What follows belongs to an exercise in optimizing a design on an open flow for small area and a short achievable clock period; a production flow would make more cautious choices. RTL that was checked went through simulation tests only; none was proved equivalent to the original. Power is estimated from default activity; no workload was simulated.

## v6
// multichannel_strike_peak_detector
module multichannel_strike_peak_detector (
  input  logic                              clk,
  input  logic                              rst_n,
  input  logic                              cfg_we,
  input  logic                              cfg_index,
  input  logic [mspd_pkg::CFG_W-1:0]        cfg_wdata,
  input  logic                              in_valid,
  output logic                              in_ready,
  input  logic                              in_op,
  input  logic [mspd_pkg::SAMPLE_W-1:0]     in_sample_ch0,
  input  logic [mspd_pkg::SAMPLE_W-1:0]     in_sample_ch1,
  input  logic [mspd_pkg::SAMPLE_W-1:0]     in_sample_ch2,
  input  logic [mspd_pkg::SAMPLE_W-1:0]     in_sample_ch3,
  input  logic [mspd_pkg::TIME_W-1:0]       in_now_ms,
  output logic                              out_valid,
  input  logic                              out_ready,
  output logic                              out_event_valid,
  output logic [mspd_pkg::CH_W-1:0]         out_event_channel,
  output logic [mspd_pkg::PEAK_W-1:0]       out_event_peak
);
Size: ~1700 cells after synthesis, roughly 220 flip-flops, roughly 14000 um^2 of cells after synthesis.
export LEC_CHECK = 0
export ABC_AREA = 1
export CAP_MARGIN = 20
export CORE_MARGIN = 2
export CORE_UTILIZATION = 50
export CTS_BUF_LIST = sky130_fd_sc_hd__clkbuf_8
export CTS_CLUSTER_DIAMETER = 60
export CTS_CLUSTER_SIZE = 16
export PLACE_DENSITY = 0.7
export SETUP_SLACK_MARGIN = 3.5
export SLEW_MARGIN = 20
create_clock -name core_clock -period 6.5 [get_ports {clk}]
standard.sh (not shown) runs the stock make flow with config.mk's settings and CLKGATE_MAP_FILE= SYNTH_SCRIPT=/design/flow/synth_recipe.tcl, a recipe that flattens the netlist after the stock synthesis.
==> flow/flow/run.sh <==
#!/bin/bash
# standard layout, with the port buffers made of buf_2 cells instead of the
# resizer's default pick (a delay buffer)
set -euo pipefail
export BUFFER_PORTS_ARGS="-buffer_cell sky130_fd_sc_hd__buf_2"
bash standard.sh > standard.log 2>&1
v6 finished every step from synthesis to the final layout, and the layout passed the timing, design-rule and antenna checks.
The inputs of v7 differ from those of v6 as listed below.
-- flow/config.mk --
<<< v6, line 11
export CORE_UTILIZATION = 50
>>> v7, line 11
export CORE_UTILIZATION = 55
<<< v6, line 15
export PLACE_DENSITY = 0.7
>>> v7, line 15
export PLACE_DENSITY = 0.75
Results
Area overhead of the layout relative to synthesis: v7 vs v6 down 1.4 points. v7 finished every stage and its layout cleared the timing, design-rule and antenna checks. Of v7 and v6, the run reporting the lower worst-case hold slack was v7. In the metrics for v7 and v6, the one carrying the higher critical path buffer and inverter count is v6.

* * *

multichannel_strike_peak_detector again, from the RTL that the note above started with.
## multichannel_strike_peak_detector
module multichannel_strike_peak_detector (
  input  logic                              clk,
  input  logic                              rst_n,
  input  logic                              cfg_we,
  input  logic                              cfg_index,
  input  logic [mspd_pkg::CFG_W-1:0]        cfg_wdata,
  input  logic                              in_valid,
  output logic                              in_ready,
  input  logic                              in_op,
  input  logic [mspd_pkg::SAMPLE_W-1:0]     in_sample_ch0,
  input  logic [mspd_pkg::SAMPLE_W-1:0]     in_sample_ch1,
  input  logic [mspd_pkg::SAMPLE_W-1:0]     in_sample_ch2,
  input  logic [mspd_pkg::SAMPLE_W-1:0]     in_sample_ch3,
  input  logic [mspd_pkg::TIME_W-1:0]       in_now_ms,
  output logic                              out_valid,
  input  logic                              out_ready,
  output logic                              out_event_valid,
  output logic [mspd_pkg::CH_W-1:0]         out_event_channel,
  output logic [mspd_pkg::PEAK_W-1:0]       out_event_peak
);
Settings: LEC_CHECK=0, ABC_AREA=1, CAP_MARGIN=20, CORE_MARGIN=2, CORE_UTILIZATION=55, CTS_CLUSTER_DIAMETER=100, CTS_CLUSTER_SIZE=24, GPL_TIMING_DRIVEN=0, PLACE_DENSITY=0.75, SETUP_SLACK_MARGIN=3.5, SLEW_MARGIN=20; clock period 6.5 ns.
Scripts as last shown in full above: flow/flow/run.sh
The starting point ran to the end with no violations.
Next try:
==> flow/flow/run.sh (replaced) <==
#!/bin/bash
# standard layout, with the port buffers made of buf_2 cells instead of the
# resizer's default pick (a delay buffer), and ORFS's power recovery pass
# (downsizing gates off the critical paths) after global routing
set -euo pipefail
export BUFFER_PORTS_ARGS="-buffer_cell sky130_fd_sc_hd__buf_2"
export RECOVER_POWER=100
bash standard.sh > standard.log 2>&1
--- a/flow/config.mk
+++ b/flow/config.mk
@@ -9,9 +9,7 @@
 export CAP_MARGIN = 20
 export CORE_MARGIN = 2
-export CORE_UTILIZATION = 55
+export CORE_UTILIZATION = 40
 export CTS_CLUSTER_DIAMETER = 100
 export CTS_CLUSTER_SIZE = 24
-export GPL_TIMING_DRIVEN = 0
-export PLACE_DENSITY = 0.75
 export SETUP_SLACK_MARGIN = 3.5
 export SLEW_MARGIN = 20
=> With this change the flow finished but fails on capacitance limit, slew limit. Core utilization falls by 17 points. Power rises by 1.8%. Global-route usage falls by 5.6 points. Routed wire length rises by 7.9%. Worst setup slack loses 770 ps. Maximum frequency falls by 20%. Register-to-register slack loses 130 ps. Hold slack gains 36 ps. Non-clock buffer count falls by 15.
Next try:
==> flow/flow/run.sh (replaced) <==
#!/bin/bash
# standard layout, with the port buffers made of buf_2 cells instead of the
# resizer's default pick (a delay buffer)
set -euo pipefail
export BUFFER_PORTS_ARGS="-buffer_cell sky130_fd_sc_hd__buf_2"
bash standard.sh > standard.log 2>&1
--- a/flow/config.mk
+++ b/flow/config.mk
@@ -9,7 +9,8 @@
 export CAP_MARGIN = 20
 export CORE_MARGIN = 2
-export CORE_UTILIZATION = 40
+export CORE_UTILIZATION = 55
 export CTS_CLUSTER_DIAMETER = 100
 export CTS_CLUSTER_SIZE = 24
-export SETUP_SLACK_MARGIN = 3.5
+export PLACE_DENSITY = 0.75
+export SETUP_SLACK_MARGIN = 3.7
 export SLEW_MARGIN = 20
- The new run produced a clean layout
- cell count is lower by 5.3%
- setup slack gains 820 ps
- routed wire length went down by 1.8%
- global-route usage climbs by 6.8 points
- sequential share of layout area drops by 0.77 points
- non-clock buffer count climbs by 6
- utilization came out higher by 18 points
- flip-flop and latch count stays the same
- power hardly moves
- synthesized area does not change
- cell area climbs by about 2%

* * *

Another version of the RTL of multichannel_strike_peak_detector (not shown whole).
Size in the first run: about 220 flip-flops, about 110 I/O pins.
Settings: LEC_CHECK=0, ABC_AREA=1, CAP_MARGIN=20, CORE_MARGIN=2, CORE_UTILIZATION=40, CTS_CLUSTER_DIAMETER=100, CTS_CLUSTER_SIZE=24, SLEW_MARGIN=20; clock period 6.5 ns.
==> flow/flow/run.sh <==
#!/bin/bash
# standard layout, with the port buffers made of buf_2 cells instead of the
# resizer's default pick (a delay buffer)
set -euo pipefail
export BUFFER_PORTS_ARGS="-buffer_cell sky130_fd_sc_hd__buf_2"
bash standard.sh > standard.log 2>&1
Change:
--- a/flow/config.mk
+++ b/flow/config.mk
@@ -13,2 +13,3 @@
 export CTS_CLUSTER_SIZE = 24
+export SETUP_SLACK_MARGIN = 3.3
 export SLEW_MARGIN = 20
Effect:
- non-clock buffer count increases by 3
- wire length went down slightly
- design area went up by a few percent
- maximum frequency went up by roughly a tenth
- global-route usage drops by 0.57 points
- die area is unchanged
- power decreases slightly
Change:
--- a/flow/config.mk
+++ b/flow/config.mk
@@ -13,3 +13,3 @@
 export CTS_CLUSTER_SIZE = 24
-export SETUP_SLACK_MARGIN = 3.3
+export SETUP_SLACK_MARGIN = 3.5
 export SLEW_MARGIN = 20
Sequential power hardly moves.
Synthesized cell count stays the same.
Cell count grows by 0.69%.
Cell area climbs by about 2.4%.
First-iteration DRC count came out lower by about 10%.
Synthesized area does not change.
Sequential share of layout area is lower by 0.89 points.
Function was not checked in any run of this note: the RTL went through the layout flow alone.

* * *

Setup of v52:
multichannel_strike_peak_detector with an RTL version that a note above also has.
Size: ~1700 cells after synthesis, roughly 220 flip-flops, ~110 I/O pins, about 14000 um^2 of cells after synthesis.
==> flow/config.mk <==
export PLATFORM = sky130hd
export DESIGN_NAME = multichannel_strike_peak_detector
export DESIGN_NICKNAME = multichannel_strike_peak_detector
export VERILOG_FILES = /design/flow/design.v
export SDC_FILE = /design/flow/constraint.sdc
export NUM_CORES = 4
export LEC_CHECK = 0
export ABC_AREA = 1
export CAP_MARGIN = 20
export CORE_MARGIN = 2
export CORE_UTILIZATION = 50
export CTS_CLUSTER_DIAMETER = 100
export CTS_CLUSTER_SIZE = 24
export PLACE_DENSITY = 0.7
export SETUP_SLACK_MARGIN = 3.5
export SLEW_MARGIN = 20
==> flow/constraint.sdc <==
create_clock -name core_clock -period 6.5 [get_ports {clk}]
set_input_delay 1.3000 -clock core_clock [delete_from_list [all_inputs] [get_ports {clk}]]
set_output_delay 1.3000 -clock core_clock [all_outputs]
set_load 0.01 [all_outputs]
Scripts as last shown in full above: flow/flow/run.sh
v52 closes out successfully: all stages finished, all timing, DRC and antenna checks passed.
For v28, these inputs were changed with respect to v52:
Settings: CTS_CLUSTER_DIAMETER changed from 100 to 60; CTS_BUF_LIST newly set to sky130_fd_sc_hd__clkbuf_8; CTS_CLUSTER_SIZE changed from 24 to 16; SETUP_SLACK_MARGIN changed from 3.5 to 3.6.
On v28: required time at the endpoint of the critical path is 0.17 ns higher than what v52 gave.
The higher global-route usage of v28 and v52 is in v52.
v52 → v28: total iterations of the first detailed-routing run roughly the same, hold slack lower, proportion of power drawn by the clock network higher, fmax higher, standard-cell row count roughly the same.
Relative to v52, number of signal-net buffers in the layout has decreased by 2.3% in v28.
Final wirelength | v28 below v52
Relative to v28, the following input files were edited for v48:
Settings: swapping 50 for 55 in CORE_UTILIZATION; swapping 60 for 100 in CTS_CLUSTER_DIAMETER; swapping 16 for 24 in CTS_CLUSTER_SIZE; swapping 3.6 for 3.5 in SETUP_SLACK_MARGIN; swapping 0.7 for 0.75 in PLACE_DENSITY; clearing CTS_BUF_LIST, which used to be sky130_fd_sc_hd__clkbuf_8.
==> flow/flow/run.sh <==
#!/bin/bash
# standard layout, with the port buffers made of buf_2 cells instead of the
# resizer's default pick (a delay buffer); the timing repair after clock tree
# synthesis aims at a smaller setup margin than the one after global routing
set -euo pipefail
export BUFFER_PORTS_ARGS="-buffer_cell sky130_fd_sc_hd__buf_2"
bash standard.sh SETUP_SLACK_MARGIN=2.0 cts > standard_cts.log 2>&1
bash standard.sh > standard.log 2>&1
[summary]
v48: no failed stages, no open violations at the end
Share of the cycle needed by the critical path after routing: v28 and v48 compared, lower one is v28
Clock skew in v48 vs v28: up 0.0045 ns
The wire length of v48 is lower than that of v28.
v28 leaves more setup margin than v48.
When v48 is set beside v28, its clock latency reported for the late side of the worst-skew pair turns out to be 0.09 ns smaller.
STATUS register-to-register slack: v48 loses against v28
Between v28 and v48, post-synthesis to final-layout area growth is lower for v48, v28 comes in above that.
Here is what was changed in the inputs of v18 compared with v48.
==> flow/flow/run.sh <==
#!/bin/bash
# standard layout, with the port buffers made of buf_2 cells instead of the
# resizer's default pick (a delay buffer)
set -euo pipefail
export BUFFER_PORTS_ARGS="-buffer_cell sky130_fd_sc_hd__buf_2"
bash standard.sh > standard.log 2>&1
==> comparison <==
v18: all stages complete, timing, DRC and antenna checks passed. | flop-to-flop setup slack | v48 vs v18 | ≈ equal |. Comparing v48 and v18, the lower wire length on met1 is on v48. Design area (higher): v18. Between v18 and v48, the combinational cell power figures differ only marginally. v18: worst path setup slack after routing 0.035 ns above v48. Total power: v18 above v48.

* * *

Starting RTL as in the previous note.
==> flow/config.mk <==
export PLATFORM = sky130hd
export DESIGN_NAME = multichannel_strike_peak_detector
export DESIGN_NICKNAME = multichannel_strike_peak_detector
export VERILOG_FILES = /design/flow/design.v
export SDC_FILE = /design/flow/constraint.sdc
export NUM_CORES = 4
export LEC_CHECK = 0
export ABC_AREA = 1
export CAP_MARGIN = 20
export CORE_MARGIN = 2
export CORE_UTILIZATION = 40
export CTS_CLUSTER_DIAMETER = 100
export CTS_CLUSTER_SIZE = 24
export SETUP_SLACK_MARGIN = 3.5
export SLEW_MARGIN = 20
==> flow/constraint.sdc <==
create_clock -name core_clock -period 6.5 [get_ports {clk}]
set_input_delay 1.3000 -clock core_clock [delete_from_list [all_inputs] [get_ports {clk}]]
set_output_delay 1.3000 -clock core_clock [all_outputs]
set_load 0.01 [all_outputs]
==> flow/flow/run.sh <==
#!/bin/bash
# standard layout, with the port buffers made of buf_2 cells instead of the
# resizer's default pick (a delay buffer)
set -euo pipefail
export BUFFER_PORTS_ARGS="-buffer_cell sky130_fd_sc_hd__buf_2"
bash standard.sh > standard.log 2>&1
The starting point passed the timing, design-rule and antenna checks.
==> next run, changes <==
--- a/flow/config.mk
+++ b/flow/config.mk
@@ -11,3 +11,5 @@
-export CORE_UTILIZATION = 40
-export CTS_CLUSTER_DIAMETER = 100
-export CTS_CLUSTER_SIZE = 24
+export CORE_UTILIZATION = 45
+export CTS_BUF_LIST = sky130_fd_sc_hd__clkbuf_8
+export CTS_CLUSTER_DIAMETER = 60
+export CTS_CLUSTER_SIZE = 16
+export PLACE_DENSITY = 0.65
After rerunning:
- first-iteration DRC count goes up by a few percent
- maximum frequency came out higher by a few percent
- total power rises slightly
- routed wire length is lower by a few percent
- die area is lower by roughly a tenth
- non-clock buffer count is higher by 2
- utilization goes up by 5.6 points
- synthesized cell count does not change
==> next run, changes <==
--- a/flow/config.mk
+++ b/flow/config.mk
@@ -11,5 +11,4 @@
-export CORE_UTILIZATION = 45
-export CTS_BUF_LIST = sky130_fd_sc_hd__clkbuf_8
-export CTS_CLUSTER_DIAMETER = 60
-export CTS_CLUSTER_SIZE = 16
-export PLACE_DENSITY = 0.65
+export CORE_UTILIZATION = 65
+export CTS_CLUSTER_DIAMETER = 100
+export CTS_CLUSTER_SIZE = 24
+export PLACE_DENSITY = 0.85
- critical path depth does not change
- non-clock buffer count is higher by 1
- sequential share of layout area increases by 0.47 points
- cell area goes down by 1.2%
- combinational power came out higher by about 4%
==> next run, changes <==
--- a/flow/config.mk
+++ b/flow/config.mk
@@ -9 +9 @@
-export CAP_MARGIN = 20
+export CAP_MARGIN = 5
@@ -11 +11 @@
-export CORE_UTILIZATION = 65
+export CORE_UTILIZATION = 55
@@ -14 +14 @@
-export PLACE_DENSITY = 0.85
+export PLACE_DENSITY = 0.75
@@ -16 +16 @@
-export SLEW_MARGIN = 20
+export SLEW_MARGIN = 5
Outcome: The new run finished with timing, DRC and antenna clean; hold slack degrades by 0.012 ns; setup slack gains 0.11 ns; core utilization is lower by 12 points; final area hardly moves; register-to-register slack got worse by 0.03 ns; power hardly moves.
==> next run, changes <==
--- a/flow/config.mk
+++ b/flow/config.mk
@@ -9 +9 @@
-export CAP_MARGIN = 5
+export CAP_MARGIN = 20
@@ -15,2 +15,2 @@
-export SETUP_SLACK_MARGIN = 3.5
-export SLEW_MARGIN = 5
+export SETUP_SLACK_MARGIN = 3.4
+export SLEW_MARGIN = 20
=> The new run produced a clean layout. First-iteration DRC count climbs by 12%. Power is lower by 0.87%. Worst setup slack loses 0.069 ns. Final area falls by 0.74%. Global-route usage barely changes. Core utilization is lower by 0.46 points. Routed wire length rose by 1.0%. Area after synthesis does not change. Final cell count stays flat.
==> next run, changes <==
--- a/flow/config.mk
+++ b/flow/config.mk
@@ -11,5 +11,4 @@
-export CORE_UTILIZATION = 55
-export CTS_CLUSTER_DIAMETER = 100
-export CTS_CLUSTER_SIZE = 24
-export PLACE_DENSITY = 0.75
-export SETUP_SLACK_MARGIN = 3.4
+export CORE_UTILIZATION = 40
+export CTS_CLUSTER_DIAMETER = 80
+export CTS_CLUSTER_SIZE = 32
+export SETUP_SLACK_MARGIN = 3.5
The new run completed with no timing, DRC or antenna violations.
Setup slack gets better by 0.034 ns.
First-iteration DRC count shrinks by well over a third.
Clock-buffer cell count grows by 2.

-- static timing again, ports no longer ideal --
The flow's constraints put no driver on any port. The routed layouts listed below were extracted and timed again, unchanged, in two steps.
Step 1 (the two cells are an assumption about what drives the block):
set clk [get_ports {clk}]
set_driving_cell -lib_cell sky130_fd_sc_hd__clkbuf_16 $clk
set_driving_cell -lib_cell sky130_fd_sc_hd__buf_2 [delete_from_list [all_inputs] $clk]
Step 2, shift: input delay + t, output delay - t, t = (earliest + latest rising clock arrival at the registers) / 2. This alone moves slack from input paths to output paths.
a / b / c = ideal ports / drivers / drivers and shift; a / b = the first two.
run	shift t [ns]	slack for setup (ns)	hold slack, ns	latest minus earliest clock arrival (ns)	cell pins on the clock port's net
v6	0.625	3.547 / 3.531 / 2.908	0.494 / 0.494 / 0.494	0.036 / 0.036	1
v7	0.613	3.494 / 3.505 / 2.893	0.477 / 0.477 / 0.477	0.045 / 0.045	1
the first run of note 2	0.524	3.384 / 3.379 / 2.855	0.474 / 0.474 / 0.474	0.048 / 0.048	1
the second run of note 2	0.540	2.615 / 2.631 / 2.090	0.510 / 0.510 / 0.510	0.024 / 0.025	1
the third run of note 2	0.541	3.432 / 3.419 / 2.878	0.482 / 0.482 / 0.482	0.018 / 0.018	1
the first run of note 3	0.544	3.133 / 3.163 / 2.619	0.460 / 0.460 / 0.460	0.020 / 0.020	1
the second run of note 3	0.544	3.418 / 3.437 / 2.893	0.473 / 0.473 / 0.473	0.034 / 0.035	1
the third run of note 3	0.544	3.491 / 3.485 / 2.941	0.494 / 0.494 / 0.494	0.030 / 0.030	1
v52	0.522	3.459 / 3.442 / 2.919	0.494 / 0.494 / 0.494	0.026 / 0.027	1
v28	0.615	3.537 / 3.560 / 2.945	0.476 / 0.476 / 0.476	0.045 / 0.044	1
v48	0.526	3.427 / 3.434 / 2.907	0.475 / 0.475 / 0.475	0.046 / 0.045	1
v18	0.531	3.462 / 3.443 / 2.912	0.474 / 0.474 / 0.474	0.019 / 0.020	1
the first run of note 5	0.544	3.420 / 3.423 / 2.879	0.505 / 0.505 / 0.505	0.028 / 0.028	1
the second run of note 5	0.620	3.491 / 3.486 / 2.866	0.494 / 0.494 / 0.494	0.020 / 0.020	1
the third run of note 5	0.528	3.355 / 3.342 / 2.815	0.486 / 0.486 / 0.486	0.021 / 0.021	1
the fourth run of note 5	0.531	3.462 / 3.443 / 2.912	0.474 / 0.474 / 0.474	0.019 / 0.020	1
the fifth run of note 5	0.524	3.393 / 3.374 / 2.850	0.471 / 0.471 / 0.471	0.021 / 0.022	1
the sixth run of note 5	0.554	3.427 / 3.431 / 2.876	0.507 / 0.507 / 0.507	0.031 / 0.031	1
The setup slack of v6, which loses most, moves by -0.016 ns with the drivers and by -0.639 ns with both steps.
